From an optimization exercise on the open Yosys and OpenROAD flow, aimed at small area; shortcuts taken in it are not production practice.
At most, simulation tests tie the RTL to the original design; equivalence was not proved.
For runs 7 and 8, only the layout was checked, not whether the RTL still works.
Power and IR drop assume default switching activity.

<file path="design/flow/flow/run.sh">
#!/bin/bash
# Standard ORFS layout (the standard.sh), with the port buffers that ORFS's
# buffer_ports inserts on every input and output made with the smallest buffer cell.
set -euo pipefail
export BUFFER_PORTS_ARGS="-buffer_cell sky130_fd_sc_hd__buf_1"
bash standard.sh > standard.log 2>&1
</file>
<file path="design/flow/standard.sh">
#!/bin/bash
# synth_recipe.tcl (not shown) runs the flow's synth.tcl, then flattens the netlist and writes it again
# the make line also repeats each setting of config.mk as NAME=value (left out here)
make -C /OpenROAD-flow-scripts/flow DESIGN_CONFIG=/design/flow/config.mk WORK_HOME=/design/flow/orfs CLKGATE_MAP_FILE= SYNTH_SCRIPT=/design/flow/synth_recipe.tcl "${@:-finish}"
</file>
<file path="design/flow/config.mk">
export PLATFORM = sky130hd
export DESIGN_NAME = iot_filter_param
export DESIGN_NICKNAME = iot_filter_param
export VERILOG_FILES = /design/flow/design.v
export SDC_FILE = /design/flow/constraint.sdc
export NUM_CORES = 4
export LEC_CHECK = 0
export ABC_AREA = 1
export CAP_MARGIN = 20
export CORE_MARGIN = 2
export CORE_UTILIZATION = 40
export PLACE_DENSITY = 0.6
export SLEW_MARGIN = 20
</file>
<file path="design/flow/constraint.sdc">
create_clock -name core_clock -period 11.0 [get_ports {clk}]
set_input_delay 2.2000 -clock core_clock [delete_from_list [all_inputs] [get_ports {clk}]]
set_output_delay 2.2000 -clock core_clock [all_outputs]
set_load 0.01 [all_outputs]
</file>
<file path="design/flow/design.v">
module iot_filter_param #(
    parameter int IN_W  = 8,
    parameter int BEATS = 16,
    parameter int WORDS = 8
) (
    input  logic                     clk,
    input  logic                     rst,
    input  logic                     in_en,
    input  logic [IN_W-1:0]          iot_in,
    input  logic [2:0]               fn_sel,
    input  logic [IN_W*BEATS-1:0]    lo_bound,
    input  logic [IN_W*BEATS-1:0]    hi_bound,
    output logic                     busy,
    output logic                     valid,
    output logic [IN_W*BEATS-1:0]    iot_out
);
    localparam int WORD_W = IN_W * BEATS;
    localparam int LOG2W  = $clog2(WORDS);
    localparam int BCW    = $clog2(BEATS);
    logic              busy_r;
    logic              valid_r;
    logic [BCW-1:0]    beat_cnt;
    logic [LOG2W-1:0]  word_cnt;
    logic [2:0]        fn;
    logic              peak_vld;
    logic              fold_r;
    logic              chg;
    logic              ag, al, bg, bl;
    logic [WORD_W-1:0] acc;
    logic [LOG2W-1:0]  ext;
    logic [LOG2W-1:0]  lowp;
    logic [WORD_W-1:0] lo;
    logic [WORD_W-1:0] hi;
    logic [BEATS-1:0]  cy;
    logic              accept, rs, beat0, beatl;
    logic [2:0]        fn_e;
    logic              fold_now, fold_e;
    logic              is_max, is_min, is_avg, is_ext, is_rnd, force_b;
    logic [IN_W-1:0]   lo_b, hi_b, at, bt;
    logic              ag0, al0, bg0, bl0, eqa, eqb;
    logic              ag_n, al_n, bg_n, bl_n;
    logic              take;
    logic [IN_W-1:0]   addb;
    logic [IN_W:0]     sum;
    logic [LOG2W:0]    sum_lo;
    logic [IN_W-1:0]   nbyte;
    assign accept   = in_en && !busy_r;
    assign beat0    = (beat_cnt == '0);
    assign beatl    = (beat_cnt == BCW'(BEATS - 1));
    assign rs       = beat0 && (word_cnt == '0);
    assign fold_now = peak_vld && (fn_sel == fn);
    assign fn_e     = rs ? fn_sel : fn;
    assign fold_e   = rs ? fold_now : fold_r;
    assign is_max   = (fn_e == 3'd1) || (fn_e == 3'd6);
    assign is_min   = (fn_e == 3'd2) || (fn_e == 3'd7);
    assign is_avg   = (fn_e == 3'd3);
    assign is_ext   = (fn_e[2:1] == 2'b10);
    assign is_rnd   = is_max || is_min || is_avg;
    assign force_b  = is_rnd && !fold_e && (word_cnt == '0);
    logic [BEATS-1:0] bsel;
    always_comb begin
        bsel = '0;
        bsel[beat_cnt] = 1'b1;
        lo_b = rs ? lo_bound[WORD_W-1 -: IN_W] : '0;
        hi_b = rs ? hi_bound[WORD_W-1 -: IN_W] : '0;
        for (int k = 0; k < BEATS; k++) begin
            lo_b = lo_b | ({IN_W{bsel[k] && !rs}} & lo[WORD_W-1-IN_W*k -: IN_W]);
            hi_b = hi_b | ({IN_W{bsel[k] && !rs}} & hi[WORD_W-1-IN_W*k -: IN_W]);
        end
    end
    assign at   = is_ext ? lo_b : acc[WORD_W-1 -: IN_W];
    assign bt   = hi_b;
    assign ag0  = !beat0 && ag;
    assign al0  = !beat0 && al;
    assign bg0  = !beat0 && bg;
    assign bl0  = !beat0 && bl;
    assign eqa  = !ag0 && !al0;
    assign eqb  = !bg0 && !bl0;
    assign ag_n = ag0 || (eqa && (iot_in > at));
    assign al_n = al0 || (eqa && (iot_in < at));
    assign bg_n = bg0 || (eqb && (iot_in > bt));
    assign bl_n = bl0 || (eqb && (iot_in < bt));
    assign take  = !is_rnd || force_b || (is_max && ag_n) || (is_min && al_n);
    assign addb   = {(beat0 ? {LOG2W{1'b0}} : lowp), iot_in[IN_W-1:LOG2W]};
    assign sum    = (force_b ? {IN_W{1'b0}} : at) + addb + (!force_b && cy[BEATS-1]);
    assign sum_lo = (force_b ? {LOG2W{1'b0}} : ext) + iot_in[LOG2W-1:0];
    assign nbyte  = is_avg ? sum[IN_W-1:0] : (take ? iot_in : at);
    always_ff @(posedge clk) begin
        if (rst) begin
            busy_r   <= 1'b0;
            valid_r  <= 1'b0;
            beat_cnt <= '0;
            word_cnt <= '0;
            peak_vld <= 1'b0;
        end else begin
            busy_r  <= accept && beatl;
            valid_r <= 1'b0;
            if (accept) begin
                beat_cnt <= beat_cnt + 1'b1;
                if (rs && fn_sel != fn) peak_vld <= 1'b0;
            end
            if (busy_r) begin
                word_cnt <= word_cnt + 1'b1;
                if (fn == 3'd4)
                    valid_r <= ag && bl;
                else if (fn == 3'd5)
                    valid_r <= al || bg;
                else if (word_cnt == LOG2W'(WORDS - 1) && fn != 3'd0)
                    valid_r <= chg;
                if (word_cnt == LOG2W'(WORDS - 1) && fn[2:1] == 2'b11)
                    peak_vld <= 1'b1;
            end
        end
    end
    always_ff @(posedge clk) begin
        if (accept) begin
            ag   <= ag_n;
            al   <= al_n;
            bg   <= bg_n;
            bl   <= bl_n;
            chg  <= (rs ? !fold_now : chg) || (is_max && ag_n) || (is_min && al_n);
            acc  <= {acc[WORD_W-IN_W-1:0], nbyte};
            lowp <= iot_in[LOG2W-1:0];
            cy   <= {cy[BEATS-2:1], cy[0] || (is_avg && !beat0 && sum[IN_W]),
                     is_avg && beatl && sum_lo[LOG2W]};
            if (beatl)
                ext <= sum_lo[LOG2W-1:0];
            if (rs) begin
                fn     <= fn_sel;
                fold_r <= fold_now;
                lo     <= lo_bound;
                hi     <= hi_bound;
            end
        end
    end
    localparam int GRP = 4;
    logic [BEATS:0]    bc;
    logic [BEATS-1:0]  bg_g, bg_p;
    logic [WORD_W-1:0] tot;
    for (genvar k = 0; k < BEATS; k++) begin : g_gp
        logic [IN_W-1:0] a;
        assign a       = acc[k*IN_W +: IN_W];
        assign bg_g[k] = a[0] & cy[k] & (&a[IN_W-1:1]);
        assign bg_p[k] = (a[0] | cy[k]) & (&a[IN_W-1:1]);
    end
    assign bc[0] = 1'b0;
    for (genvar g = 0; g < BEATS / GRP; g++) begin : g_grp
        logic gg, gp;
        always_comb begin
            gg = 1'b0;
            gp = 1'b1;
            for (int k = g * GRP; k < g * GRP + GRP; k++) begin
                gg = bg_g[k] | (bg_p[k] & gg);
                gp = gp & bg_p[k];
            end
        end
        for (genvar k = g * GRP; k < g * GRP + GRP - 1; k++) begin : g_in
            assign bc[k+1] = bg_g[k] | (bg_p[k] & bc[k]);
        end
        assign bc[g*GRP+GRP] = gg | (gp & bc[g*GRP]);
    end
    for (genvar k = 0; k < BEATS; k++) begin : g_res
        logic [IN_W-1:0] a;
        logic [IN_W:0]   p;
        logic            c1;
        assign a    = acc[k*IN_W +: IN_W];
        assign c1   = (a[0] & cy[k]) | (bc[k] & (a[0] | cy[k]));
        assign tot[k*IN_W] = a[0] ^ cy[k] ^ bc[k];
        assign p[1] = 1'b1;
        for (genvar m = 1; m < IN_W; m++) begin : g_bit
            assign p[m+1] = p[m] & a[m];
            assign tot[k*IN_W+m] = a[m] ^ (c1 & p[m]);
        end
    end
    assign busy    = busy_r;
    assign valid   = valid_r;
    assign iot_out = valid_r ? tot : '0;
endmodule
</file>
==> results of run 1 <==
-- state kept, by name (all words and copies together), names as in the netlist --
signal,flops
fn,3
lo,128
hi,128
word_cnt,3
ext,3
ag,1
chg,1
cy,16
al,1
fold_r,1
bl,1
valid_r,1
busy_r,1
lowp,3
bg,1
peak_vld,1
acc,128
beat_cnt,4
-- power groups by stage --
stage,registers [mW],logic [mW],clock network [mW]
3_5_place_dp,2.02,0.422,0
5_1_grt,2.00,0.476,1.61
6_report,1.99,0.422,1.52
2_1_floorplan,2.02,0.276,0
3_3_place_gp,2.02,0.414,0
4_1_cts,1.99,0.424,1.55
-- how the worst max path moves through the flow --
stage | startpoint | endpoint | slack (ns) | cells after the start
after floorplan | in_en | hi[0] | 1.49 | 2
after global placement | acc[13] | iot_out[127] | 5.11 | 31
after detailed placement | acc[13] | iot_out[127] | 5.11 | 31
after CTS | acc[68] | iot_out[127] | 4.48 | 25
after global routing | acc[69] | iot_out[127] | 3.94 | 25
final | acc[68] | iot_out[127] | 4.49 | 25
-- area by class of cell --
cell class | instances | area [sq um] | share of cell area [%]
sequential | 425 | 12700 | 53.6
multi-input combinational | 1052 | 6150 | 26.0
timing repair buffer | 408 | 1570 | 6.66
inverter | 241 | 920 | 3.89
clock buffer | 51 | 1170 | 4.95
tap | 664 | 831 | 3.52
antenna | 6 | 15.0 | 0.0635
clock inverter | 32 | 307 | 1.30
-- through the flow --
| step | hold slack (ns) | total power, mW | instances | worst slack [ns] |
|---|---|---|---|---|
| 2_1_floorplan | 0.426 | 2.29 | 1753 | 1.49 |
| 3_3_place_gp | 0.436 | 2.43 | 2790 | 5.11 |
| 3_5_place_dp | 0.439 | 2.44 | 2790 | 5.11 |
| 4_1_cts | 0.456 | 3.96 | 2873 | 4.48 |
| 5_1_grt | 0.465 | 4.09 | 2878 | 3.94 |
| 6_report | 0.457 | 3.93 | 2879 | 4.49 |
-- routing by layer --
| layer | vias up | GRT usage, % | share of wire, % |
|---|---|---|---|
| met2 | 549 | 34.9 | 48 |
| met3 | 123 | 6.48 | 8.8 |
| li1 | 6921 | - | - |
| met1 | 6762 | 25.3 | 40 |
| met5 | - | 0 | 0.17 |
| met4 | 14 | 9.21 | 3.8 |
-- cells by family after synthesis --
logic type,share of synthesized area (%)
compound gates,9.00
xor+xnor,1.05
fa+ha+maj,6.77
buf+inv,5.62
flops,63.6
simple gates,14.0
-- cell usage in the layout, fill, tap and decap left out, types with 9 or more instances in the layout --
| cell | synthesis | layout |
|---|---|---|
| nor3_1 | 16 | 16 |
| inv_1 | 219 | 218 |
| a221oi_1 | 12 | 12 |
| ha_1 | 79 | 79 |
| inv_2 | 15 | 15 |
| nand3_1 | 57 | 57 |
| nor2_1 | 186 | 185 |
| clkinv_1 | 2 | 13 |
| buf_1 | 0 | 399 |
| edfxtp_1 | 415 | 415 |
| clkinv_2 | 2 | 11 |
| dfxtp_1 | 10 | 9 |
| a21oi_1 | 96 | 96 |
| nand2_1 | 324 | 324 |
| nand4_1 | 34 | 34 |
| a22oi_1 | 20 | 20 |
| fa_1 | 18 | 18 |
| clkbuf_16 | 0 | 46 |
| a22o_1 | 26 | 26 |
| xnor2_1 | 20 | 20 |
| o21ai_0 | 87 | 87 |
-- synth_stat cells, types with 2 or more instances --
cell type,count,area share (%)
edfxtp_1,415,63
nand2_1,324,6.1
inv_1,219,4.1
nor2_1,186,3.5
a21oi_1,96,2.4
o21ai_0,87,2.2
ha_1,79,5.0
nand3_1,57,1.4
nand4_1,34,1.1
a22o_1,26,1.1
a22oi_1,20,0.75
xnor2_1,20,0.88
fa_1,18,1.8
nor3_1,16,0.40
inv_2,15,0.28
buf_2,14,0.35
clkbuf_1,14,0.26
a221oi_1,12,0.53
dfxtp_1,10,1.0
a211oi_1,6,0.23
buf_6,6,0.34
nor2_2,6,0.19
o21a_1,6,0.23
nand2_4,4,0.23
nand3_2,4,0.20
o22ai_2,4,0.25
or2_2,4,0.13
a32o_1,3,0.15
inv_4,3,0.094
o21ai_1,3,0.075
o21ai_2,3,0.13
o31ai_1,3,0.11
clkinv_1,2,0.038
clkinv_2,2,0.050
nor4_1,2,0.063
nor4_2,2,0.13
o2111a_1,2,0.11
o21bai_1,2,0.075
xor2_1,2,0.088
==> metrics.md, run 1 <==
| Metric | Value |
|---|---|
| Mapped Cells | `1,753` |
| Asr flop ratio synth | `0%` |
| Leak pwr | `9.11 nW` |
| Sequential-to-total area share from yosys stat | `63.6%` |
| Status | `complete, no violations` |
| Reg2Reg Setup Slack | `5.92 ns` |
| Switching share of power | `25.9%` |
| Slew HR | `a little over a quarter` |
| FMAX | `between 0.15 and 0.2 GHz` |
| Clk sink count | `425` |
| Area after DPL | `~0.022 sq mm` |
| Worst Hold Endpoint | `acc[75]` |
| Util after Layout | `about 48%` |
| Pwr Density | `about 170 mW/mm^2` |
| Layout cell share with drive strength beyond 1 | `6.29%` |
| DR pass1 iterations | `5` |
| RSZ-0062 raised after global routing | `false` |
| Root buffer cell | `clkbuf_16` |
| Final instance area | `0.0236 sq mm` |
| Clk pin slew, worst setup/hold paths | `0.06 ns` |
| Vias/cell | `approximately 5` |
| Die area | `0.0516 sq mm` |
| Slowest-stage cell, CP | `nor4_1` |
| Area growth from synthesis to layout | `18.6%` |
| Grt total ovfl | `0` |
| Crit path max fanout | `4` |
| # resized after CTS | `0` |
| Rows | `81` |
| Final setup vio count | `0` |
| Hold_buf cts | `0` |
| Maximum vdd drop | `~120 uV` |
| Net Count, Synth | `2,120` |
| Vias after detailed routing | `14,369` |
| Post-Syn Area | `~0.020 sq mm` |
| Worst R2R Path Depth | `23` |
| Antenna violations before repair | `13` |
| Pint | `2.91 mW` |
| Synth Area per Inst | `roughly 11 sq um` |
| Bufs and invs on worst path | `4` |
| Post-CTS setup buffers | `0` |
| Post-synth top flop | `edfxtp_1` |
| Final Hold Vio Count | `0` |
| Clk pwr share | `38.7%` |
| DR WL/cell | `19.1 um` |
| Bufs on Longest Clock Path | `3` |
| Accumulated negative setup slack | `0 ns` |
| FF+latch count, synth | `425` |
| Tmin final | `6.51 ns` |
| CP endpoint kind | `output port` |
| Largest net degree at the start of global routing | `105` |
| R2R Path End | `acc[6]` |
| Maxcap violations | `0` |
| Fillers | `4,517` |
| EDFF count, synth | `415` |
| Input/output buffers | `399` |
| Distinct cells, synth | `61` |
| DRC viols | `0` |
| Starting density of the core | `40.6%` |
| Crit path top cell by count | `nand2_1` |
| Max-slew violation count | `0` |
| Hold path depth | `0` |
| Gate power share | `10.7%` |
| H-tree depth | `2` |
| I/O pins | `400` |
| Die Width | `between 200 and 250 um` |
| Nets@finish | `2,541` |
| Clock latency (worst-skew pair) | `about 0.61 ns` |
| Core box area | `0.0491 sq mm` |
| Initial detailed-routing violation count | `1,259` |
| R2r startpoint | `beat_cnt[0]` |
| HPWL Detailed | `just over 40,000 um` |
| Vias in the first global route | `about 14,000` |
| Cell family with most CP delay | `simple AND/OR/NAND/NOR gates` |
| Worst Setup Start Kind | `flop` |
| Critical path data arrival time | `4.31 ns` |
| Routed WL | `55,000 um` |
| Routed Antenna Nets | `0` |
| Worst-margin pin slew | `about 1.1 ns` |
| Synth warn | `1` |
| RePlAce Congestion | `around 0.85` |
| Setup CP Type | `flop to output port` |
| Worst Hold Class | `flop to flop` |
| Global-route wire length before repair | `80,700 um` |
| Worst EP required | `between 8 and 9 ns` |
| Register share of total power | `50.6%` |
| Clock skew | `0.0514 ns` |
| CTS buffer count | `46` |
| Max incr delay on CP | `0.59 ns` |
| Final period util | `about 60%` |
| All-Layer GR Usage | `21.0%` |
| Psw | `1.02 mW` |
| Die height | `around 230 um` |
| Hold wc startpoint | `acc[67]` |
| CTS tree | `yes` |
==> run 2, diff against run 1 <==
--- a/design/flow/config.mk
+++ b/design/flow/config.mk
@@ -9,5 +9,6 @@
 export CAP_MARGIN = 20
 export CORE_MARGIN = 2
 export CORE_UTILIZATION = 40
+export CTS_BUF_LIST = sky130_fd_sc_hd__clkbuf_4
 export PLACE_DENSITY = 0.6
 export SLEW_MARGIN = 20
==> metrics.md, run 2 <==
| Metric | Value |
|---|---|
| Maxcap violations | `0` |
| Root buffer cell | `clkbuf_4` |
| Worst-margin pin slew | `roughly 1.1 ns` |
| Critical path data arrival time | `around 4.6 ns` |
| RePlAce Congestion | `0.847` |
| Accumulated negative setup slack | `0 ns` |
| Post-synth top flop | `edfxtp_1` |
| Most common cell after layout, fill and taps aside | `edfxtp_1` |
| Final instance area | `0.0236 sq mm` |
| Synth top area cells | `edfxtp_1 63%, nand2_1 6.1%, ha_1 5.0%` |
| Worst EP required | `8.80 ns` |
| CTS buffer count | `114` |
| Fillers | `4,628` |
| Tmin final | `slightly below 7 ns` |
| Vias after detailed routing | `14,893` |
| Clk pin slew, worst setup/hold paths | `0.07 ns` |
| Synth warn | `1` |
| Crit path max fanout | `5` |
| Net Count, Synth | `2,120` |
| Area growth from synthesis to layout | `18.7%` |
| Pint | `2.79 mW` |
| Most frequent cell after synthesis | `edfxtp_1` |
| DRC viols | `0` |
| Clock latency (worst-skew pair) | `0.93 ns` |
| Post-CTS setup buffers | `0` |
| Cell family with most CP delay | `simple AND/OR/NAND/NOR gates` |
| RSZ-0062 raised after global routing | `false` |
| Rows | `81` |
| Switching share of power | `26.9%` |
| Leak pwr | `9.27 nW` |
| FMAX | `0.147 GHz` |
| Max incr delay on CP | `just over 0.5 ns` |
| Clk pwr share | `36.9%` |
| Pre-CTS setup slack | `5.11 ns` |
| Psw | `1.03 mW` |
| Final setup vio count | `0` |
| Die area | `approximately 0.052 sq mm` |
| Layout cell share with drive strength beyond 1 | `11.0%` |
| DR WL/cell | `roughly 18 um` |
| FF+latch count, synth | `roughly 430` |
| Starting density of the core | `40.6%` |
| Status | `complete, no violations` |
| Final period util | `61.9%` |
| Crit path top cell by count | `nand2_1` |
| Initial detailed-routing violation count | `1,198` |
| # resized after CTS | `0` |
| EDFF count, synth | `415` |
| Grt total ovfl | `0` |
| Routed Antenna Nets | `0` |
| H-tree depth | `3` |
| Die height | `227 um` |
| Gate power share | `11.0%` |
| Input/output buffers | `399` |
| DR pass1 iterations | `5` |
| Leading cell types by count after synthesis | `415 x edfxtp_1, 324 x nand2_1, 219 x inv_1` |
| Pwr Density | `161 mW/mm^2` |
| Util after Layout | `between 40% and 50%` |
| Vias in the first global route | `14,745` |
| Setup CP Type | `flop to output port` |
| Distinct cells, synth | `61` |
| Nets@finish | `between 2,000 and 3,000` |
| Synth Area per Inst | `11.4 sq um` |
| Area after DPL | `0.0221 sq mm` |
| Clk sink count | `425` |
| Hold_buf cts | `0` |
| Largest net degree at the start of global routing | `105` |
| Top flop regs | `acc (128), hi (128), lo (128)` |
| Worst Hold Class | `flop to flop` |
| Maximum vdd drop | `99.4 uV` |
| Max-slew violation count | `0` |
| Post-Syn Area | `approximately 0.020 sq mm` |
| Slew HR | `27.5%` |
| Routed WL | `between 50,000 and 60,000 um` |
| Hold WS | `0.454 ns` |
| Core box area | `0.0491 sq mm` |
| Slowest-stage cell, CP | `nor4_1` |
| Setup ws final | `4.19 ns` |
| Vias/cell | `4.96` |
| Register area | `0.0127 sq mm` |
| Worst Setup Start Kind | `flop` |
| Bufs on Longest Clock Path | `3` |
| Clock skew | `0.0677 ns` |
| Bufs and invs on worst path | `3` |
| Most frequent cells in the layout | `415 x edfxtp_1, 399 x buf_1, 324 x nand2_1` |
| All-Layer GR Usage | `21.4%` |
| Antenna violations before repair | `10` |
| CTS tree | `yes` |
| Final Hold Vio Count | `0` |
| Asr flop ratio synth | `0%` |
| Register share of total power | `52.1%` |
| Cell taking the most area after synthesis | `edfxtp_1` |
| Multi-input gate area | `0.00615 sq mm` |
| Mapped Cells | `1,753` |
| I/O pins | `400` |
| Post-synth top area share | `62.6%` |
| Global-route wire length before repair | `between 80,000 and 90,000 um` |
| HPWL Detailed | `40,800 um` |
| CP endpoint kind | `output port` |
| Die Width | `227 um` |
| Sequential-to-total area share from yosys stat | `63.6%` |
run 2: cell count changes in the layout (fill, tap and decap cells not counted), moves of 2 or more:
cell,previous run,this run
bufinv_16,3,0
inv_12,0,2
clkinv_1,13,19
clkbuf_4,0,174
clkinv_2,11,5
clkbuf_1,5,0
diode_2,6,11
clkinv_16,2,0
clkbuf_16,46,0
clkinvlp_4,4,1
run 2: worst paths after layout:
| kind | slack, ns | to | cells past startpoint | startpoint |
|---|---|---|---|---|
| worst max register to register | 5.96 | acc[6] | 23 | beat_cnt[0] |
| worst min-delay path | 0.45 | acc[56] | 0 | acc[48] |
| worst min register to register | 0.45 | acc[56] | 0 | acc[48] |
| worst max-delay path | 4.19 | iot_out[127] | 25 | acc[69] |
run 2: metal layers:
layer / global-route usage (%) / up-vias / routed length, um
met3: 7.00 / 107 / 4790
li1: - / 7144 / -
met2: 36.5 / 608 / 27200
met4: 7.51 / 12 / 1260
met5: 0 / - / 75
met1: 25.5 / 7022 / 21900
run 2: cell families (layout without fill, tap and decap cells):
family / Yosys count / after routing / share of synthesized area, %
other: 0 / 11 / 0
AOI/OAI and AO/OA: 284 / 284 / 9.00
buffers and inverters: 276 / 850 / 5.62
adders and majority gates: 97 / 97 / 6.77
and+or+nand+nor: 648 / 648 / 14.0
DFF: 425 / 425 / 63.6
xor gates and xnor gates: 23 / 23 / 1.05
run 2: per-stage QoR:
stage               power (mW)  instances
detailed placement        2.44       2790
finish                    3.82       3002
global route              4.01       3001
floorplan                 2.29       1753
global placement          2.43       2790
CTS                       3.86       2991
run 2: final cells by class:
class	count	area share, %
Antenna cell	11	0.116
Clock buffer	174	5.53
Clock inverter	27	0.693
Inverter	241	3.89
Multi-Input combinational cell	1052	26.0
Sequential cell	425	53.6
Tap cell	664	3.52
Timing Repair Buffer	408	6.65
run 2: power by group through the flow:
stage / sequential, mW / clock, mW / combinational, mW
6_report: 1.99 / 1.41 / 0.421
5_1_grt: 2.00 / 1.54 / 0.475
4_1_cts: 1.99 / 1.45 / 0.424
3_5_place_dp: 2.02 / 0 / 0.422
3_3_place_gp: 2.02 / 0 / 0.414
2_1_floorplan: 2.02 / 0 / 0.276
==> run 3, diff against run 2 <==
--- a/design/flow/flow/run.sh
+++ b/design/flow/flow/run.sh
@@ -3,4 +3,5 @@
 # buffer_ports inserts on every input and output made with the smallest buffer cell.
 set -euo pipefail
 export BUFFER_PORTS_ARGS="-buffer_cell sky130_fd_sc_hd__buf_1"
+export CTS_ARGS="-sink_clustering_enable -repair_clock_nets -buf_list sky130_fd_sc_hd__clkbuf_4 -dont_use_dummy_load"
 bash standard.sh > standard.log 2>&1
==> metrics.md, run 3 <==
| Metric | Value |
|---|---|
| Fillers | `4,646` |
| Most frequent cell after synthesis | `edfxtp_1` |
| Top flop regs | `acc (128), hi (128), lo (128)` |
| Register area | `roughly 0.013 sq mm` |
| Clock latency (worst-skew pair) | `about 0.93 ns` |
| Antenna violations before repair | `12` |
| Cell taking the most area after synthesis | `edfxtp_1` |
| DR pass1 iterations | `6` |
| Clk sink count | `425` |
| Input/output buffers | `about 400` |
| Rows | `between 80 and 90` |
| Worst Hold Class | `flop to flop` |
| Leading cell types by count after synthesis | `415 x edfxtp_1, 324 x nand2_1, 219 x inv_1` |
| Starting density of the core | `approximately two fifths` |
| Post-synth top flop | `edfxtp_1` |
| Clk pwr share | `30.0%` |
| Vias after detailed routing | `14,692` |
| Core box area | `0.0491 sq mm` |
| Pwr Density | `150 mW/mm^2` |
| # resized after CTS | `0` |
| Worst-margin pin slew | `1.08 ns` |
| HPWL Detailed | `40,800 um` |
| Max incr delay on CP | `0.59 ns` |
| Sequential-to-total area share from yosys stat | `between 60 and 70%` |
| Final period util | `~62%` |
| Accumulated negative setup slack | `0 ns` |
| Die Width | `227 um` |
| Synth top area cells | `edfxtp_1 63%, nand2_1 6.1%, ha_1 5.0%` |
| Tmin final | `roughly 6.8 ns` |
| CTS buffer count | `roughly 110` |
| All-Layer GR Usage | `21.3%` |
| Most common cell after layout, fill and taps aside | `edfxtp_1` |
| Switching share of power | `about a quarter` |
| H-tree depth | `3` |
| Initial detailed-routing violation count | `approximately 1,100` |
| Crit path max fanout | `4` |
| Asr flop ratio synth | `0%` |
| CP endpoint kind | `output port` |
| Maxcap violations | `0` |
| I/O pins | `400` |
| Distinct cells, synth | `61` |
| Most frequent cells in the layout | `415 x edfxtp_1, 399 x buf_1, 324 x nand2_1` |
| CTS tree | `yes` |
| Psw | `0.913 mW` |
| Multi-input gate area | `0.00615 sq mm` |
| Slew HR | `28.0%` |
| Final setup vio count | `0` |
| Mapped Cells | `1,753` |
| Worst EP required | `8.80 ns` |
| Gate power share | `about an eighth` |
| DR WL/cell | `around 19 um` |
| Max-slew violation count | `0` |
| Net Count, Synth | `2,120` |
| Post-synth top area share | `62.6%` |
| Final Hold Vio Count | `0` |
| Routed WL | `54,900 um` |
| Hold WS | `0.415 ns` |
| EDFF count, synth | `415` |
| Die height | `between 200 and 250 um` |
| Synth warn | `1` |
| Nets@finish | `2,609` |
| Vias in the first global route | `14,547` |
| Slowest-stage cell, CP | `nor4_1` |
| Post-Syn Area | `0.0199 sq mm` |
| Vias/cell | `5.04` |
| Hold_buf cts | `0` |
| Register share of total power | `slightly below 60%` |
| Leak pwr | `a little under 9 nW` |
| Synth Area per Inst | `11.4 sq um` |
| Routed Antenna Nets | `0` |
| Root buffer cell | `clkbuf_4` |
| Layout cell share with drive strength beyond 1 | `8.30%` |
| Status | `complete, no violations` |
| FMAX | `0.147 GHz` |
| Worst Setup Start Kind | `flop` |
| Clk pin slew, worst setup/hold paths | `0.06 ns` |
| RSZ-0062 raised after global routing | `false` |
| Grt total ovfl | `0` |
| RePlAce Congestion | `between 0.8 and 0.9` |
| Largest net degree at the start of global routing | `105` |
| Util after Layout | `46.9%` |
| Bufs on Longest Clock Path | `3` |
| Global-route wire length before repair | `81,500 um` |
| Post-CTS setup buffers | `0` |
| Maximum vdd drop | `93.6 uV` |
| Critical path data arrival time | `4.58 ns` |
| Die area | `approximately 0.052 sq mm` |
| Pint | `2.53 mW` |
| Clock skew | `roughly 0.15 ns` |
| FF+latch count, synth | `between 400 and 500` |
| Setup CP Type | `flop to output port` |
| Crit path top cell by count | `nand2_1` |
| Area growth from synthesis to layout | `15.6%` |
| DRC viols | `0` |
-- run 3: worst paths after layout --
check,endpoint,cells past startpoint,slack [ns],start
setup / recovery,iot_out[127],25,4.22,acc[68]
hold / removal,acc[71],0,0.42,acc[63]
setup reg to reg,acc[6],23,5.92,beat_cnt[0]
hold reg to reg,acc[71],0,0.42,acc[63]
-- run 3: per-layer routing --
| metal | vias to the layer above | wire [um] | global-route usage [%] |
|---|---|---|---|
| li1 | 7052 | - | - |
| met2 | 587 | 26900 | 36.1 |
| met1 | 6924 | 21900 | 25.4 |
| met4 | 14 | 1420 | 7.86 |
| met3 | 115 | 4570 | 6.87 |
| met5 | - | 92 | 0 |
-- run 3: cell type report --
type	count	area share [%]
sequential	425	55.0
multi-input combinational	1052	26.7
timing repair buffer	408	6.83
inverter	241	4.00
clock buffer	114	3.72
tap	664	3.61
antenna	9	0.0979
-- run 3: critical path: cells and delay by family (launching register included) --
kind / cells / cell delay, ns
xor gates and xnor gates: 1 / 0.14
adders and majority gates: 1 / 0.40
buffers and inverters: 4 / 0.44
DFF: 1 / 0.40
and+or+nand+nor: 19 / 2.34
-- run 3: logic make-up (layout without fill, tap and decap cells) --
logic type	count (synthesis)	count (layout)	synth area share (%)
buffers and inverters	276	763	5.62
adders and majority gates	97	97	6.77
xor gates and xnor gates	23	23	1.05
AOI/OAI and AO/OA	284	284	9.00
and+or+nand+nor	648	648	14.0
DFF	425	425	63.6
other	0	9	0
-- run 3: metrics by stage --
step	cells	setup slack, ns	total power, mW	cell area (sq um)
finish	2913	4.22	3.44	23000
global route	2910	3.63	3.62	23000
CTS	2904	4.17	3.49	23000
detailed placement	2790	5.11	2.44	22100
global placement	2790	5.11	2.43	22100
floorplan	1753	1.49	2.29	19900
-- run 3: power by group through the flow --
stage	logic, mW	registers, mW	clock network [mW]
3_5_place_dp	0.422	2.02	0
5_1_grt	0.474	2.00	1.15
2_1_floorplan	0.276	2.02	0
3_3_place_gp	0.414	2.02	0
4_1_cts	0.424	1.99	1.08
6_report	0.421	1.99	1.03
==> run 4, diff against run 3 <==
==> design/flow/run.sh (new file) <==
#!/bin/bash
# synth_recipe.tcl (not shown) runs the flow's synth.tcl, then flattens the netlist and writes it again
# the make line also repeats each setting of config.mk as NAME=value (left out here)
make -C /OpenROAD-flow-scripts/flow DESIGN_CONFIG=/design/flow/config.mk WORK_HOME=/design/flow/orfs CLKGATE_MAP_FILE= SYNTH_SCRIPT=/design/flow/synth_recipe.tcl finish
--- a/design/flow/config.mk
+++ b/design/flow/config.mk
@@ -9,6 +9,5 @@
 export CAP_MARGIN = 20
 export CORE_MARGIN = 2
 export CORE_UTILIZATION = 40
-export CTS_BUF_LIST = sky130_fd_sc_hd__clkbuf_4
 export PLACE_DENSITY = 0.6
 export SLEW_MARGIN = 20
removed: design/flow/flow/run.sh
removed: design/flow/standard.sh
==> metrics.md, run 4 <==
| Metric | Value |
|---|---|
| Slew HR | `about a third` |
| Hold wc startpoint | `acc[87]` |
| Asr flop ratio synth | `0%` |
| Hold_buf cts | `0` |
| H-tree depth | `2` |
| Tmin final | `6.90 ns` |
| Area growth from synthesis to layout | `31.2%` |
| Routed Antenna Nets | `0` |
| Pwr Density | `152 mW/mm^2` |
| HPWL Detailed | `43,200 um` |
| Leading cell types by count after synthesis | `415 x edfxtp_1, 324 x nand2_1, 219 x inv_1` |
| Die area | `0.0516 sq mm` |
| Synth Area per Inst | `~11 sq um` |
| R2r startpoint | `beat_cnt[0]` |
| Fillers | `between 4,000 and 5,000` |
| Worst Hold Class | `flop to flop` |
| Vias after detailed routing | `14,465` |
| Worst R2R Path Depth | `23` |
| Worst EP required | `8.80 ns` |
| Antenna violations before repair | `19` |
| Most frequent cell after synthesis | `edfxtp_1` |
| Bufs on Longest Clock Path | `3` |
| Status | `complete, no violations` |
| Maxcap violations | `0` |
| Routed WL | `56,900 um` |
| Die height | `227 um` |
| EDFF count, synth | `415` |
| RSZ-0062 raised after global routing | `false` |
| DR pass1 iterations | `6` |
| Area after DPL | `0.0246 sq mm` |
| Root buffer cell | `clkbuf_16` |
| Leak pwr | `10.2 nW` |
| Most frequent cells in the layout | `415 x edfxtp_1, 399 x clkdlybuf4s50_1, 324 x nand2_1` |
| Nets@finish | `roughly 2,500` |
| Input/output buffers | `399` |
| Setup CP Type | `flop to output port` |
| Synth top area cells | `edfxtp_1 63%, nand2_1 6.1%, ha_1 5.0%` |
| Layout cell share with drive strength beyond 1 | `6.55%` |
| Crit path max fanout | `4` |
| FF+latch count, synth | `425` |
| Post-synth top flop | `edfxtp_1` |
| Final period util | `62.8%` |
| CP endpoint kind | `output port` |
| Start point of the critical path | `acc[65]` |
| Worst-margin pin slew | `0.986 ns` |
| Pre-CTS setup slack | `4.69 ns` |
| Starting density of the core | `40.6%` |
| Post-CTS setup buffers | `0` |
| Accumulated negative setup slack | `0 ns` |
| DRC viols | `0` |
| Vias/cell | `5.01` |
| Initial detailed-routing violation count | `~1,200` |
| Distinct cells, synth | `61` |
| Setup ws final | `4.10 ns` |
| Critical path data arrival time | `between 4 and 5 ns` |
| Clk pin slew, worst setup/hold paths | `0.06 ns` |
| Grt total ovfl | `0` |
| Final Non-Filler Cells | `2,886` |
| # resized after CTS | `0` |
| Clk sink count | `425` |
| FMAX | `0.145 GHz` |
| Synth warn | `1` |
| Core box area | `0.0491 sq mm` |
| Final Hold Vio Count | `0` |
| Final setup vio count | `0` |
| Final instance area | `0.0261 sq mm` |
| Vias in the first global route | `between 10,000 and 15,000` |
| Mapped Cells | `~1,800` |
| CTS buffer count | `47` |
| Hold path depth | `0` |
| Post-Syn Area | `0.0199 sq mm` |
| Post-synth top area share | `62.6%` |
| Clock skew | `0.0173 ns` |
| Max-slew violation count | `0` |
| CTS tree | `yes` |
| Sequential-to-total area share from yosys stat | `63.6%` |
| DR WL/cell | `a little under 20 um` |
| Cell taking the most area after synthesis | `edfxtp_1` |
| Placed cell count | `2,791` |
| Maximum vdd drop | `134 uV` |
| Util after Layout | `53.3%` |
| RePlAce Congestion | `0.841` |
| Worst Setup Start Kind | `flop` |
| Top flop regs | `acc (128), hi (128), lo (128)` |
| Rows | `81` |
| Net Count, Synth | `2,120` |
| Clock latency (worst-skew pair) | `0.59 ns` |
| I/O pins | `400` |
| All-Layer GR Usage | `between 20% and 30%` |
| Global-route wire length before repair | `~84,000 um` |
| Most common cell after layout, fill and taps aside | `edfxtp_1` |
| Die Width | `227 um` |
| Total power | `approximately 4 mW` |
| Hold WS | `0.453 ns` |
| Largest net degree at the start of global routing | `104` |
[run 4: cell counts after synthesis]
No cell type changed its count.
[run 4: logic make-up (layout without fill, tap and decap cells)]
logic type                 Yosys count  in the layout  share of synthesized area, %
other                                0              7                             0
and+or+nand+nor                    648            648                          14.0
buffers and inverters              276            738                          5.62
adders and majority gates           97             97                          6.77
DFF                                425            425                          63.6
xor gates and xnor gates            23             23                          1.05
AOI/OAI and AO/OA                  284            284                          9.00
[run 4: critical path, cell delays in order, from the launching register on]
cell,delay [ns]
edfxtp_1,0.43
nand2_1,0.07
nor4_1,0.60
inv_1,0.09
nor2_1,0.14
nand2_1,0.06
nor2_1,0.08
nand2_1,0.06
nand2_1,0.16
nand2_1,0.07
nand2_1,0.06
nand2_1,0.05
nand2_1,0.09
nand2_1,0.06
nand2_1,0.07
nand2_1,0.07
fa_1,0.38
nor3_1,0.25
nand2_1,0.07
inv_1,0.09
nand2_1,0.07
nor2_1,0.21
nand2_1,0.09
xor2_1,0.14
nor2_1,0.09
clkdlybuf4s50_1,0.57
[run 4: cell type report]
class,count,area [sq um],share of cell area (%)
Antenna cell,7,17.5,0.0670
Clock buffer,55,1230,4.69
Clock inverter,33,248,0.948
Inverter,241,920,3.52
Multi-Input combinational cell,1052,6150,23.5
Sequential cell,425,12700,48.5
Tap cell,664,831,3.18
Timing Repair Buffer,409,4080,15.6
[run 4: where the power goes]
part	internal (mW)	switching, mW	total, mW
combinational	0.200	0.286	0.486
sequential	1.93	0.0606	1.99
clock	0.852	0.653	1.51
[run 4: per-layer routing]
metal	track usage, %	vias to the layer above	part of all wire [%]
li1	-	6930	-
met1	27.5	6850	40
met2	37.0	544	48
met3	5.95	121	8.0
met4	8.08	20	3.0
met5	0	-	0.26
[run 4: worst paths after layout]
kind                       end  slack, ns
setup reg to reg        acc[3]       6.09
setup / recovery  iot_out[127]       4.10
hold / removal         acc[95]       0.45
hold reg to reg        acc[95]       0.45
==> run 5, diff against run 4 <==
==> design/flow/flow/run.sh (new file) <==
#!/bin/bash
# Standard ORFS layout (the standard.sh) with the smallest buffer cell on the ports
# and a clock tree without dummy loads.
set -euo pipefail
export BUFFER_PORTS_ARGS="-buffer_cell sky130_fd_sc_hd__buf_1"
export CTS_ARGS="-sink_clustering_enable -repair_clock_nets -buf_list sky130_fd_sc_hd__clkbuf_4 -sink_clustering_size 10 -sink_clustering_max_diameter 60 -dont_use_dummy_load"
bash standard.sh > standard.log 2>&1
==> design/flow/standard.sh (new file) <==
#!/bin/bash
# synth_recipe.tcl (not shown) runs the flow's synth.tcl, then flattens the netlist and writes it again
# the make line also repeats each setting of config.mk as NAME=value (left out here)
make -C /OpenROAD-flow-scripts/flow DESIGN_CONFIG=/design/flow/config.mk WORK_HOME=/design/flow/orfs CLKGATE_MAP_FILE= SYNTH_SCRIPT=/design/flow/synth_recipe.tcl "${@:-finish}"
removed: design/flow/run.sh
==> metrics.md, run 5 <==
| Metric | Value |
|---|---|
| Status | `complete, no violations` |
| Post-CTS setup buffers | `0` |
| Synth warn | `1` |
| Max incr delay on CP | `0.42 ns` |
| Synth Area per Inst | `11.4 sq um` |
| Post-Synth Simple-Gate Area | `14.0%` |
| Largest net degree at the start of global routing | `105` |
| Net Count, Synth | `~2,100` |
| Most frequent cell after synthesis | `edfxtp_1` |
| DR WL met3 | `between 4000 and 5000 um` |
| Most common cell after layout, fill and taps aside | `edfxtp_1` |
| Top routing layer used | `met5` |
| Worst Hold Class | `flop to flop` |
| Bufs on Longest Clock Path | `3` |
| Vias after detailed routing | `~14,000` |
| Maximum vdd drop | `between 80 and 90 uV` |
| HPWL Detailed | `40,800 um` |
| Final period util | `61.0%` |
| Synth top area cells | `edfxtp_1 63%, nand2_1 6.1%, ha_1 5.0%` |
| # resized after CTS | `0` |
| Worst Setup Start Kind | `flop` |
| Setup CP Type | `flop to output port` |
| Pwr Density | `139 mW/mm^2` |
| Max-slew violation count | `0` |
| Asr flop ratio synth | `0%` |
| Crit path max fanout | `5` |
| Starting density of the core | `40.6%` |
| FF+latch count, synth | `425` |
| Crit path top cell by count | `nand2_1` |
| Clk sink count | `425` |
| Bufs and invs on worst path | `2` |
| RSZ-0062 raised after global routing | `false` |
| Critical path data arrival time | `around 4.5 ns` |
| Fillers | `4,660` |
| Input/output buffers | `399` |
| Die Width | `227 um` |
| All-Layer GR Usage | `20.9%` |
| DR WL/cell | `19.1 um` |
| Maxcap violations | `0` |
| Rows | `81` |
| Util after Layout | `46.0%` |
| DRC viols | `0` |
| Vias in the first global route | `14,167` |
| I/O pins | `400` |
| Mapped Cells | `1,753` |
| Core box area | `0.0491 sq mm` |
| Pre-CTS setup slack | `5.11 ns` |
| Accumulated negative setup slack | `0 ns` |
| Worst-margin pin slew | `1.10 ns` |
| Post-Syn Area | `between 0.015 and 0.02 sq mm` |
| Most frequent cells in the layout | `415 x edfxtp_1, 399 x buf_1, 324 x nand2_1` |
| Root buffer cell | `clkbuf_4` |
| Xor/xnor cell area share of the yosys netlist | `1.05%` |
| Cell family with most CP delay | `simple AND/OR/NAND/NOR gates` |
| Setup ws final | `4.29 ns` |
| Final setup vio count | `0` |
| Die area | `0.0516 sq mm` |
| Cell taking the most area after synthesis | `edfxtp_1` |
| FMAX | `0.149 GHz` |
| Vias/cell | `5.02` |
| Distinct cells, synth | `61` |
| Largest family of logic cells by synthesized area | `simple AND/OR/NAND/NOR gates` |
| Post-synth top flop | `edfxtp_1` |
| Clock skew | `0.135 ns` |
| Global-route wire length before repair | `~80,000 um` |
| DR pass1 iterations | `5` |
| Initial detailed-routing violation count | `between 1,000 and 1,500` |
| EDFF count, synth | `~420` |
| Clk pin slew, worst setup/hold paths | `around 0.11 ns` |
| H-tree depth | `2` |
| CTS tree | `yes` |
| RePlAce Congestion | `0.847` |
| Tmin final | `about 6.7 ns` |
| Grt total ovfl | `0` |
| Hold WS | `0.469 ns` |
| Post-Synth Adder-Cell Area | `between 6 and 7%` |
| Die height | `227 um` |
| CTS buffer count | `53` |
| Leak pwr | `approximately 8.6 nW` |
| Clock latency (worst-skew pair) | `0.84 ns` |
| Worst EP required | `8.80 ns` |
| M1 wire length | `21,800 um` |
| Sequential-to-total area share from yosys stat | `63.6%` |
| Top flop regs | `acc (128), hi (128), lo (128)` |
| Slew HR | `a little over a quarter` |
| Nets@finish | `2,548` |
| Met2 wire length | `25,700 um` |
| Slowest-stage cell, CP | `edfxtp_1` |
| Leading cell types by count after synthesis | `415 x edfxtp_1, 324 x nand2_1, 219 x inv_1` |
| Hold_buf cts | `0` |
| Area growth from synthesis to layout | `13.2%` |
| Final Hold Vio Count | `0` |
| Post-synthesis mux area share | `0%` |
| Layout cell share with drive strength beyond 1 | `5.74%` |
| Routed Antenna Nets | `0` |
| Post-synth top area share | `a little over three fifths` |
| CP endpoint kind | `output port` |
| Compound-cell area share of the yosys netlist | `9.00%` |
| Routed WL | `54,400 um` |
| Antenna violations before repair | `14` |
run 5: stage by stage:
step           cells  power [mW]  cell area (sq um)
6_report        2851        3.13              22600
5_1_grt         2849        3.28              22600
4_1_cts         2843        3.16              22500
3_5_place_dp    2790        2.44              22100
3_3_place_gp    2790        2.43              22100
2_1_floorplan   1753        2.29              19900
run 5: final cells by class:
cell class	count	area (sq um)	share of cell area, %
Tap cell	664	831	3.68
Clock buffer	53	398	1.76
Timing Repair Buffer	408	1570	6.97
Inverter	241	920	4.08
Multi-Input combinational cell	1052	6150	27.3
Antenna cell	8	20.0	0.0888
Sequential cell	425	12700	56.1
run 5: power breakdown:
| part | internal, mW | total [mW] | switching, mW |
|---|---|---|---|
| combinational | 0.137 | 0.420 | 0.283 |
| clock | 0.220 | 0.727 | 0.506 |
| sequential | 1.92 | 1.98 | 0.0607 |
run 5: cell families (layout without fill, tap and decap cells):
group / count (synthesis) / after routing
AND/OR/NAND/NOR: 648 / 648
XOR/XNOR: 23 / 23
buffers and inverters: 276 / 702
flip-flops: 425 / 425
other: 0 / 8
adder cells (fa/ha/maj): 97 / 97
AO/OA/AOI/OAI: 284 / 284
run 5: worst paths after layout:
kind,start,end,slack (ns),cells past startpoint
setup / recovery,acc[13],iot_out[127],4.29,31
hold / removal,acc[23],acc[31],0.47,0
setup reg to reg,beat_cnt[0],acc[6],6.02,23
hold reg to reg,acc[23],acc[31],0.47,0
run 5: layer usage:
metal / vias to the layer above / track usage (%)
met5: - / 0
met4: 12 / 9.55
met3: 126 / 6.18
met2: 551 / 34.7
met1: 6714 / 25.2
li1: 6907 / -
==> run 6, diff against run 5 <==
==> design/flow/flow/run.sh (replaced) <==
#!/bin/bash
# Standard ORFS layout (the standard.sh) with the smallest buffer cell on the ports
# and a clock tree without dummy loads.
set -euo pipefail
export BUFFER_PORTS_ARGS="-buffer_cell sky130_fd_sc_hd__buf_1"
export CTS_ARGS="-sink_clustering_enable -repair_clock_nets -buf_list sky130_fd_sc_hd__clkbuf_8 -sink_clustering_size 16 -sink_clustering_max_diameter 80 -dont_use_dummy_load"
bash standard.sh > standard.log 2>&1
==> metrics.md, run 6 <==
| Metric | Value |
|---|---|
| All-Layer GR Usage | `20.8%` |
| Input/output buffers | `399` |
| Clk pin slew, worst setup/hold paths | `0.10 ns` |
| Post-Syn Area | `around 0.020 sq mm` |
| Clock skew | `approximately 0.091 ns` |
| CTS buffer count | `36` |
| Hold_buf cts | `0` |
| Final period util | `59.2%` |
| Most frequent cells in the layout | `415 x edfxtp_1, 399 x buf_1, 324 x nand2_1` |
| Net Count, Synth | `2,120` |
| DRC viols | `0` |
| Mapped Cells | `1,753` |
| DR WL/cell | `~19 um` |
| CP endpoint kind | `output port` |
| Rows | `81` |
| I/O pins | `400` |
| Leading cell types by count after synthesis | `415 x edfxtp_1, 324 x nand2_1, 219 x inv_1` |
| Bufs on Longest Clock Path | `3` |
| Worst EP required | `8.80 ns` |
| Distinct cells, synth | `61` |
| # resized after CTS | `0` |
| CTS tree | `yes` |
| Area growth from synthesis to layout | `13.7%` |
| Max incr delay on CP | `0.51 ns` |
| Antenna violations before repair | `15` |
| Worst-margin pin slew | `1.07 ns` |
| RePlAce Congestion | `0.847` |
| Die area | `0.0516 sq mm` |
| Nets@finish | `2,531` |
| Slowest-stage cell, CP | `nor4_1` |
| FMAX | `0.154 GHz` |
| Vias/cell | `5.01` |
| Clock latency (worst-skew pair) | `0.63 ns` |
| Slew HR | `28.6%` |
| Most frequent cell after synthesis | `edfxtp_1` |
| Synth warn | `1` |
| Clk sink count | `425` |
| Accumulated negative setup slack | `0 ns` |
| Post-synth top flop | `edfxtp_1` |
| Hold wc startpoint | `acc[48]` |
| Util after Layout | `46.2%` |
| Post-synth top area share | `62.6%` |
| Synth top area cells | `edfxtp_1 63%, nand2_1 6.1%, ha_1 5.0%` |
| Hold WS | `0.451 ns` |
| Worst Hold Endpoint | `acc[56]` |
| R2R Path End | `acc[6]` |
| Sequential-to-total area share from yosys stat | `63.6%` |
| EDFF count, synth | `415` |
| Setup CP Type | `flop to output port` |
| RSZ-0062 raised after global routing | `false` |
| Die height | `between 200 and 250 um` |
| Pwr Density | `roughly 140 mW/mm^2` |
| Maximum vdd drop | `121 uV` |
| Root buffer cell | `clkbuf_8` |
| Final Hold Vio Count | `0` |
| Vias after detailed routing | `roughly 14,000` |
| Routed WL | `around 54,000 um` |
| Routed Antenna Nets | `0` |
| Critical path data arrival time | `4.31 ns` |
| Die Width | `around 230 um` |
| FF+latch count, synth | `425` |
| R2r startpoint | `beat_cnt[0]` |
| Top flop regs | `acc (128), hi (128), lo (128)` |
| Worst R2R Path Depth | `23` |
| Asr flop ratio synth | `0%` |
| HPWL Detailed | `40,800 um` |
| Vias in the first global route | `13,984` |
| Cell taking the most area after synthesis | `edfxtp_1` |
| Synth Area per Inst | `11.4 sq um` |
| Status | `complete, no violations` |
| Reg2Reg Setup Slack | `5.92 ns` |
| Grt total ovfl | `0` |
| Crit path top cell by count | `nand2_1` |
| H-tree depth | `2` |
| Worst Hold Class | `flop to flop` |
| Layout cell share with drive strength beyond 1 | `5.00%` |
| Leak pwr | `between 8 and 9 nW` |
| Crit path max fanout | `5` |
| Starting density of the core | `40.6%` |
| Global-route wire length before repair | `79,700 um` |
| Tmin final | `6.51 ns` |
| Maxcap violations | `0` |
| Most common cell after layout, fill and taps aside | `edfxtp_1` |
| DR pass1 iterations | `5` |
| Hold path depth | `0` |
| Post-CTS setup buffers | `0` |
| Largest net degree at the start of global routing | `105` |
| Worst Setup Start Kind | `flop` |
| Core box area | `0.0491 sq mm` |
| Max-slew violation count | `0` |
| Final setup vio count | `0` |
| Initial detailed-routing violation count | `1,216` |
run 6: stage by stage:
stage | setup WS, ns | cells | total power, mW | instance area, sq um
detailed placement | 5.11 | 2790 | 2.44 | 22100
global route | 3.91 | 2833 | 3.35 | 22700
finish | 4.49 | 2834 | 3.20 | 22700
floorplan | 1.49 | 1753 | 2.29 | 19900
CTS | 4.45 | 2826 | 3.23 | 22600
global placement | 5.11 | 2790 | 2.43 | 22100
run 6: kinds of logic (layout without fill, tap and decap cells):
group	Yosys count	after routing	share of synthesized area, %
flops	425	425	63.6
xor+xnor	23	23	1.05
simple gates	648	648	14.0
fa+ha+maj	97	97	6.77
other cells	0	8	0
compound gates	284	284	9.00
buf+inv	276	685	5.62
run 6: final cells by class:
cell class                 count  area (sq um)
clock buffer                  36           495
inverter                     241           920
fill                        4628         26400
tap                          664           831
antenna                        8          20.0
timing repair buffer         408          1570
sequential                   425         12700
multi-input combinational   1052          6150
run 6: critical path, delay by kind of cell, from the launching register on:
| kind | cells | cell delay, ns |
|---|---|---|
| simple gates | 20 | 2.38 |
| flops | 1 | 0.44 |
| fa+ha+maj | 1 | 0.40 |
| buf+inv | 3 | 0.37 |
| xor+xnor | 1 | 0.14 |
run 6: power by group:
group	switching (mW)	internal [mW]	leakage, nW
clock network	0.500	0.294	0.259
registers	0.0608	1.92	4.05
logic	0.284	0.137	4.35
total	0.844	2.35	8.66
run 6: layer usage:
layer	vias to the layer above	track usage (%)	share of wire, %	wire length [um]
met5	-	0	0.17	93
met4	14	8.29	3.2	1720
met3	102	5.87	8.3	4520
met2	514	35.0	48	26200
met1	6726	25.3	40	21800
li1	6850	-	-	-
run 6: worst max path at each step:
| stage | start | end | slack [ns] |
|---|---|---|---|
| after global placement | acc[13] | iot_out[127] | 5.11 |
| after global routing | acc[69] | iot_out[127] | 3.91 |
| after CTS | acc[69] | iot_out[127] | 4.45 |
| final | acc[69] | iot_out[127] | 4.49 |
| after floorplan | in_en | hi[0] | 1.49 |
| after detailed placement | acc[13] | iot_out[127] | 5.11 |
==> run 7, diff against run 6 <==
--- a/design/flow/design.v
+++ b/design/flow/design.v
@@ -23,7 +23,6 @@
     logic [LOG2W-1:0]  word_cnt;
     logic [2:0]        fn;
     logic              peak_vld;
-    logic              fold_r;
     logic              chg;
     logic              ag, al, bg, bl;
     logic [WORD_W-1:0] acc;
@@ -50,7 +49,7 @@
     assign rs       = beat0 && (word_cnt == '0);
     assign fold_now = peak_vld && (fn_sel == fn);
     assign fn_e     = rs ? fn_sel : fn;
-    assign fold_e   = rs ? fold_now : fold_r;
+    assign fold_e   = rs ? fold_now : peak_vld;
     assign is_max   = (fn_e == 3'd1) || (fn_e == 3'd6);
     assign is_min   = (fn_e == 3'd2) || (fn_e == 3'd7);
     assign is_avg   = (fn_e == 3'd3);
@@ -127,7 +126,6 @@
                 ext <= sum_lo[LOG2W-1:0];
             if (rs) begin
                 fn     <= fn_sel;
-                fold_r <= fold_now;
                 lo     <= lo_bound;
                 hi     <= hi_bound;
             end
==> metrics.md, run 7 <==
| Metric | Value |
|---|---|
| Vias/cell | `approximately 5` |
| Leading cell types by count after synthesis | `414 x edfxtp_1, 339 x nand2_1, 215 x inv_1` |
| Critical path data arrival time | `4.22 ns` |
| Final Hold Vio Count | `0` |
| EDFF count, synth | `414` |
| Maxcap violations | `0` |
| Post-synth top area share | `~63%` |
| Global-route wire length before repair | `81,000 um` |
| FF+latch count, synth | `424` |
| Maximum vdd drop | `roughly 100 uV` |
| Nets@finish | `between 2,000 and 3,000` |
| Routed WL | `54,300 um` |
| Rows | `81` |
| Largest net degree at the start of global routing | `88` |
| Worst EP required | `8.80 ns` |
| Final Non-Filler Cells | `~2,800` |
| Mapped Cells | `1,747` |
| Setup CP Type | `flop to output port` |
| Antenna violations before repair | `7` |
| Clk pin slew, worst setup/hold paths | `0.11 ns` |
| CTS buffer count | `36` |
| Post-synth top flop | `edfxtp_1` |
| Worst Setup Start Kind | `flop` |
| Sequential-to-total area share from yosys stat | `around 64%` |
| Max incr delay on CP | `0.41 ns` |
| Clock latency (worst-skew pair) | `0.62 ns` |
| Vias after detailed routing | `14,103` |
| Crit path max fanout | `4` |
| Final period util | `58.3%` |
| DR WL/cell | `19.3 um` |
| Core box area | `0.0488 sq mm` |
| Max-slew violation count | `0` |
| Asr flop ratio synth | `0%` |
| # resized after CTS | `0` |
| Accumulated negative setup slack | `0 ns` |
| Slew HR | `27.5%` |
| Initial detailed-routing violation count | `1,070` |
| Placed cell count | `2,780` |
| Worst-margin pin slew | `1.09 ns` |
| Worst Hold Class | `flop to flop` |
| RePlAce Congestion | `0.840` |
| Multi-input gate area | `between 0.006 and 0.007 sq mm` |
| Setup ws final | `4.58 ns` |
| I/O pins | `400` |
| Input/output buffers | `approximately 400` |
| Vias in the first global route | `14,035` |
| Most frequent cells in the layout | `414 x edfxtp_1, 399 x buf_1, 339 x nand2_1` |
| Grt total ovfl | `0` |
| Clock skew | `about 0.12 ns` |
| Pwr Density | `140 mW/mm^2` |
| Routed Antenna Nets | `0` |
| Die Width | `226 um` |
| Most common cell after layout, fill and taps aside | `edfxtp_1` |
| Synth warn | `1` |
| Die area | `0.0513 sq mm` |
| Distinct cells, synth | `between 50 and 60` |
| Top flop regs | `acc (128), hi (128), lo (128)` |
| Clk sink count | `424` |
| DR pass1 iterations | `5` |
| Register area | `0.0126 sq mm` |
| Pre-CTS setup slack | `5.15 ns` |
| Crit path top cell by count | `nand2_1` |
| FMAX | `about 0.16 GHz` |
| Die height | `226 um` |
| Hold_buf cts | `0` |
| CTS tree | `yes` |
| H-tree depth | `2` |
| Area growth from synthesis to layout | `13.6%` |
| Post-Syn Area | `0.0198 sq mm` |
| Synth top area cells | `edfxtp_1 63%, nand2_1 6.4%, ha_1 5.0%` |
| Fillers | `4,583` |
| DRC viols | `0` |
| CP endpoint kind | `output port` |
| Final setup vio count | `0` |
| Bufs on Longest Clock Path | `3` |
| Post-CTS setup buffers | `0` |
| All-Layer GR Usage | `a little over a fifth` |
| Root buffer cell | `clkbuf_8` |
| Status | `complete, no violations` |
| RSZ-0062 raised after global routing | `false` |
| Starting density of the core | `40.5%` |
| Synth Area per Inst | `11.3 sq um` |
| Net Count, Synth | `2,114` |
| Layout cell share with drive strength beyond 1 | `around 4.4%` |
| Most frequent cell after synthesis | `edfxtp_1` |
| Tmin final | `6.42 ns` |
| Leak pwr | `around 8.6 nW` |
| Cell taking the most area after synthesis | `edfxtp_1` |
| HPWL Detailed | `40,600 um` |
| Slowest-stage cell, CP | `edfxtp_1` |
-- run 7: cell types whose count changed after synthesis, sizes merged, moves of 3 or more --
cell / delta
a22o: -7
nor2: -16
buf: +3
inv: -6
a221oi: +6
clkinv: -3
nand2: +16
a21oi: -3
nor4: -3
o21ai: +6
nand3: +9
-- run 7: path summary, 6_finish.rpt --
kind	start	endpoint	slack, ns	cells after the start
worst max-delay path	acc[2]	iot_out[127]	4.58	31
worst min-delay path	acc[7]	acc[15]	0.43	0
worst max register to register	beat_cnt[0]	acc[6]	5.94	26
worst min register to register	acc[7]	acc[15]	0.43	0
-- run 7: kinds of logic (layout without fill, tap and decap cells) --
family                   after synthesis  count (layout)  synth area share [%]
AO/OA/AOI/OAI                        279             279                  8.71
AND/OR/NAND/NOR                      655             655                  14.0
other                                  0               3                     0
XOR/XNOR                              24              24                  1.10
flip-flops                           424             424                  63.8
adder cells (fa/ha/maj)               97              97                  6.82
buffers and inverters                268             673                  5.54
-- run 7: layout make-up --
type / instances / area share, %
clock buffers: 36 / 2.20
inverters: 232 / 3.94
well taps: 664 / 3.70
repair buffers: 405 / 6.88
diodes: 3 / 0.0334
multi-input cells: 1055 / 27.0
flip-flops and latches: 424 / 56.2
-- run 7: power by group --
group,leakage (nW),internal (mW),switching [mW]
combinational,4.32,0.121,0.257
sequential,4.03,1.91,0.0583
clock,0.259,0.295,0.509
-- run 7: critical path: cells and delay by family, from the launching register on --
family	cells	cell delay [ns]
AOI/OAI and AO/OA	1	0.10
xor gates and xnor gates	1	0.14
adders and majority gates	1	0.37
buffers and inverters	4	0.42
DFF	1	0.41
and+or+nand+nor	24	2.20
-- run 7: routing by layer --
| metal | part of all wire, % | GRT usage, % |
|---|---|---|
| met5 | 0.10 | 0 |
| met2 | 49 | 36.4 |
| met4 | 2.1 | 5.62 |
| met1 | 43 | 27.1 |
| met3 | 6.3 | 4.38 |
-- run 7: metrics by stage --
step	hold WS (ns)	util, %	cell area, sq um	power [mW]
finish	0.427	46.0	22500	3.15
global route	0.454	46.0	22500	3.29
CTS	0.432	46.0	22500	3.18
detailed placement	0.435	45.0	22000	2.39
global placement	0.433	45.0	22000	2.38
floorplan	0.426	-	19800	2.25
==> run 8, diff against run 7 <==
--- a/design/flow/design.v
+++ b/design/flow/design.v
@@ -23,6 +23,7 @@
     logic [LOG2W-1:0]  word_cnt;
     logic [2:0]        fn;
     logic              peak_vld;
+    logic              fold_r;
     logic              chg;
     logic              ag, al, bg, bl;
     logic [WORD_W-1:0] acc;
@@ -49,7 +50,7 @@
     assign rs       = beat0 && (word_cnt == '0);
     assign fold_now = peak_vld && (fn_sel == fn);
     assign fn_e     = rs ? fn_sel : fn;
-    assign fold_e   = rs ? fold_now : peak_vld;
+    assign fold_e   = rs ? fold_now : fold_r;
     assign is_max   = (fn_e == 3'd1) || (fn_e == 3'd6);
     assign is_min   = (fn_e == 3'd2) || (fn_e == 3'd7);
     assign is_avg   = (fn_e == 3'd3);
@@ -126,6 +127,7 @@
                 ext <= sum_lo[LOG2W-1:0];
             if (rs) begin
                 fn     <= fn_sel;
+                fold_r <= fold_now;
                 lo     <= lo_bound;
                 hi     <= hi_bound;
             end
@@ -159,15 +161,13 @@
     end
     for (genvar k = 0; k < BEATS; k++) begin : g_res
         logic [IN_W-1:0] a;
-        logic [IN_W:0]   p;
-        logic            c1;
+        logic [IN_W:0]   t;
         assign a    = acc[k*IN_W +: IN_W];
-        assign c1   = (a[0] & cy[k]) | (bc[k] & (a[0] | cy[k]));
+        assign t[1] = (a[0] & cy[k]) | (bc[k] & (a[0] | cy[k]));
         assign tot[k*IN_W] = a[0] ^ cy[k] ^ bc[k];
-        assign p[1] = 1'b1;
         for (genvar m = 1; m < IN_W; m++) begin : g_bit
-            assign p[m+1] = p[m] & a[m];
-            assign tot[k*IN_W+m] = a[m] ^ (c1 & p[m]);
+            assign t[m+1] = t[m] & a[m];
+            assign tot[k*IN_W+m] = a[m] ^ t[m];
         end
     end
     assign busy    = busy_r;
==> metrics.md, run 8 <==
| Metric | Value |
|---|---|
| Final period util | `58.9%` |
| Distinct cells, synth | `54` |
| Synth Area per Inst | `roughly 12 sq um` |
| Hold WS | `0.432 ns` |
| CP endpoint kind | `output port` |
| Post-synth top area share | `61.9%` |
| HPWL Detailed | `38,800 um` |
| DRC viols | `0` |
| Register area | `0.0127 sq mm` |
| CTS tree | `yes` |
| Worst R2R Path Depth | `23` |
| Pwr Density | `138 mW/mm^2` |
| Vias after detailed routing | `13,705` |
| Worst Hold Class | `flop to flop` |
| Worst Setup Start Kind | `flop` |
| All-Layer GR Usage | `roughly 20%` |
| CTS buffer count | `34` |
| Worst-margin pin slew | `about 1.1 ns` |
| Grt total ovfl | `0` |
| Vias/cell | `just under 5` |
| DR WL/cell | `18.3 um` |
| Most frequent cells in the layout | `416 x nand2_1, 415 x edfxtp_1, 399 x buf_1` |
| Asr flop ratio synth | `0%` |
| Maximum vdd drop | `107 uV` |
| Top flop regs | `acc (128), hi (128), lo (128)` |
| Total power | `3.17 mW` |
| Crit path top cell by count | `ha_1` |
| I/O pins | `400` |
| Routed Antenna Nets | `0` |
| Slew HR | `28.6%` |
| EDFF count, synth | `just over 400` |
| Layout cell share with drive strength beyond 1 | `about 4.7%` |
| Global-route wire length before repair | `77,600 um` |
| Rows | `82` |
| Mapped Cells | `1,720` |
| Final instance area | `~0.023 sq mm` |
| R2R Path End | `acc[2]` |
| Largest net degree at the start of global routing | `roughly 180` |
| Fillers | `4,718` |
| Leak pwr | `between 9 and 10 nW` |
| DR pass1 iterations | `5` |
| Reg2Reg Setup Slack | `5.91 ns` |
| Net Count, Synth | `between 2,000 and 2,500` |
| Synth top area cells | `edfxtp_1 62%, ha_1 9.9%, nand2_1 7.8%` |
| Bufs on Longest Clock Path | `3` |
| Critical-path cell list | `inv_1 > ha_1 > nand3b_1 > nand2_1 > nand2_1 > nor2_1 > o21ai_0 > or2_2 > a21oi_1 > nand2_1 > nand2_1 > a21boi_0 > fa_1 > inv_1 > ha_1 > ha_1 > ha_1 > ha_1 > ha_1 > ha_1 > o21ai_0 > a21oi_1 > buf_1` |
| Cell taking the most area after synthesis | `edfxtp_1` |
| Clock skew | `0.105 ns` |
| Die area | `0.0521 sq mm` |
| Max-slew violation count | `0` |
| Sequential-to-total area share from yosys stat | `a little over three fifths` |
| Starting density of the core | `40.4%` |
| Setup ws final | `about 4.5 ns` |
| Slowest-stage cell, CP | `edfxtp_1` |
| Post-CTS setup buffers | `0` |
| Post-Syn Area | `roughly 0.02 sq mm` |
| Hold path depth | `0` |
| Pre-CTS setup slack | `5.09 ns` |
| Util after Layout | `45.9%` |
| Most frequent cell after synthesis | `nand2_1` |
| Routed WL | `between 50,000 and 60,000 um` |
| Vias in the first global route | `13,779` |
| Initial detailed-routing violation count | `1,009` |
| Core box area | `0.0499 sq mm` |
| Placed cell count | `2,765` |
| Final Hold Vio Count | `0` |
| Worst Hold Endpoint | `acc[8]` |
| Leading cell types by count after synthesis | `416 x nand2_1, 415 x edfxtp_1, 238 x inv_1` |
| Synth warn | `1` |
| Setup CP Type | `flop to output port` |
| Hold_buf cts | `0` |
| Max incr delay on CP | `0.43 ns` |
| Input/output buffers | `399` |
| Post-synth top flop | `edfxtp_1` |
| Accumulated negative setup slack | `0 ns` |
| Multi-input gate area | `~0.0063 sq mm` |
| Most common cell after layout, fill and taps aside | `nand2_1` |
| Worst EP required | `approximately 8.8 ns` |
| Antenna violations before repair | `10` |
| # resized after CTS | `0` |
| Clk sink count | `425` |
| FF+latch count, synth | `425` |
| Area after DPL | `0.0224 sq mm` |
| Maxcap violations | `0` |
| Area growth from synthesis to layout | `13.8%` |
| Final setup vio count | `0` |
| Die height | `228 um` |
| Root buffer cell | `clkbuf_8` |
| R2r startpoint | `beat_cnt[0]` |
| Clk pin slew, worst setup/hold paths | `0.11 ns` |
| Die Width | `228 um` |
| Crit path max fanout | `4` |
| RePlAce Congestion | `0.868` |
| FMAX | `0.154 GHz` |
| RSZ-0062 raised after global routing | `false` |
| H-tree depth | `2` |
| Critical path data arrival time | `4.28 ns` |
| Nets@finish | `2,577` |
| Final Non-Filler Cells | `2,810` |
| Clock latency (worst-skew pair) | `around 0.64 ns` |
| Hold wc startpoint | `acc[0]` |
| Status | `complete, no violations` |
| Tmin final | `6.48 ns` |
==> run 8: cell types whose count changed after synthesis, moves of 14 or more <==
| cell | before | now |
|---|---|---|
| nand2_1 | 339 | 416 |
| o21ai_0 | 93 | 37 |
| nor2_1 | 173 | 98 |
| a22oi_1 | 21 | 7 |
| nand3_1 | 68 | 47 |
| ha_1 | 79 | 159 |
| xnor2_1 | 19 | 4 |
| inv_1 | 215 | 238 |
| a21oi_1 | 93 | 61 |
==> run 8: area by class of cell <==
class	count	area share, %
flip-flops and latches	425	55.3
multi-input cells	1005	27.6
repair buffers	408	6.99
inverters	256	4.27
well taps	672	3.67
clock buffers	34	2.04
diodes	10	0.109
==> run 8: kinds of logic after synthesis <==
| family | after synthesis | share of synthesized area [%] |
|---|---|---|
| XOR/XNOR | 5 | 0.218 |
| flip-flops | 425 | 62.9 |
| buffers and inverters | 290 | 5.66 |
| AND/OR/NAND/NOR | 656 | 14.3 |
| adder cells (fa/ha/maj) | 177 | 11.7 |
| AO/OA/AOI/OAI | 167 | 5.27 |
==> run 8: where the power goes <==
part           leakage (nW)  switching, mW  internal [mW]  total, mW
combinational          5.24          0.274          0.133      0.407
clock                 0.245          0.499          0.279      0.778
sequential             4.05         0.0583           1.92       1.98
total                  9.53          0.832           2.33       3.17
==> run 8: worst max path at each step <==
| stage | slack, ns | to | startpoint | depth (start not counted) |
|---|---|---|---|---|
| 3_5_place_dp | 5.09 | iot_out[47] | acc[8] | 23 |
| 3_3_place_gp | 5.14 | iot_out[126] | acc[0] | 29 |
| 2_1_floorplan | 1.49 | hi[0] | in_en | 2 |
| 4_1_cts | 4.39 | iot_out[47] | acc[8] | 23 |
| 6_report | 4.52 | iot_out[63] | acc[8] | 23 |
| 5_1_grt | 4.07 | iot_out[47] | acc[8] | 23 |
==> run 8: layer usage <==
metal / wire length [um] / track usage, %
met1: 21500 / 24.7
met2: 24500 / 32.5
met3: 3430 / 4.19
met4: 2010 / 8.66
met5: 0 / 0
==> run 8: worst max-delay path: cells and delay by family (launching register included) <==
kind / cells / cell delay (ns)
adders and majority gates: 8 / 1.42
DFF: 1 / 0.43
AOI/OAI and AO/OA: 5 / 0.63
and+or+nand+nor: 7 / 0.89
buffers and inverters: 3 / 0.30

Re-timed with assumed drivers on the ports (clkbuf_16 on the clock, buf_2 on other inputs), run 8 has 4.466 ns of setup slack against 4.516 ns with ideal ports, and 5.103 ns once port delays also move by the mid clock arrival of 0.637 ns.
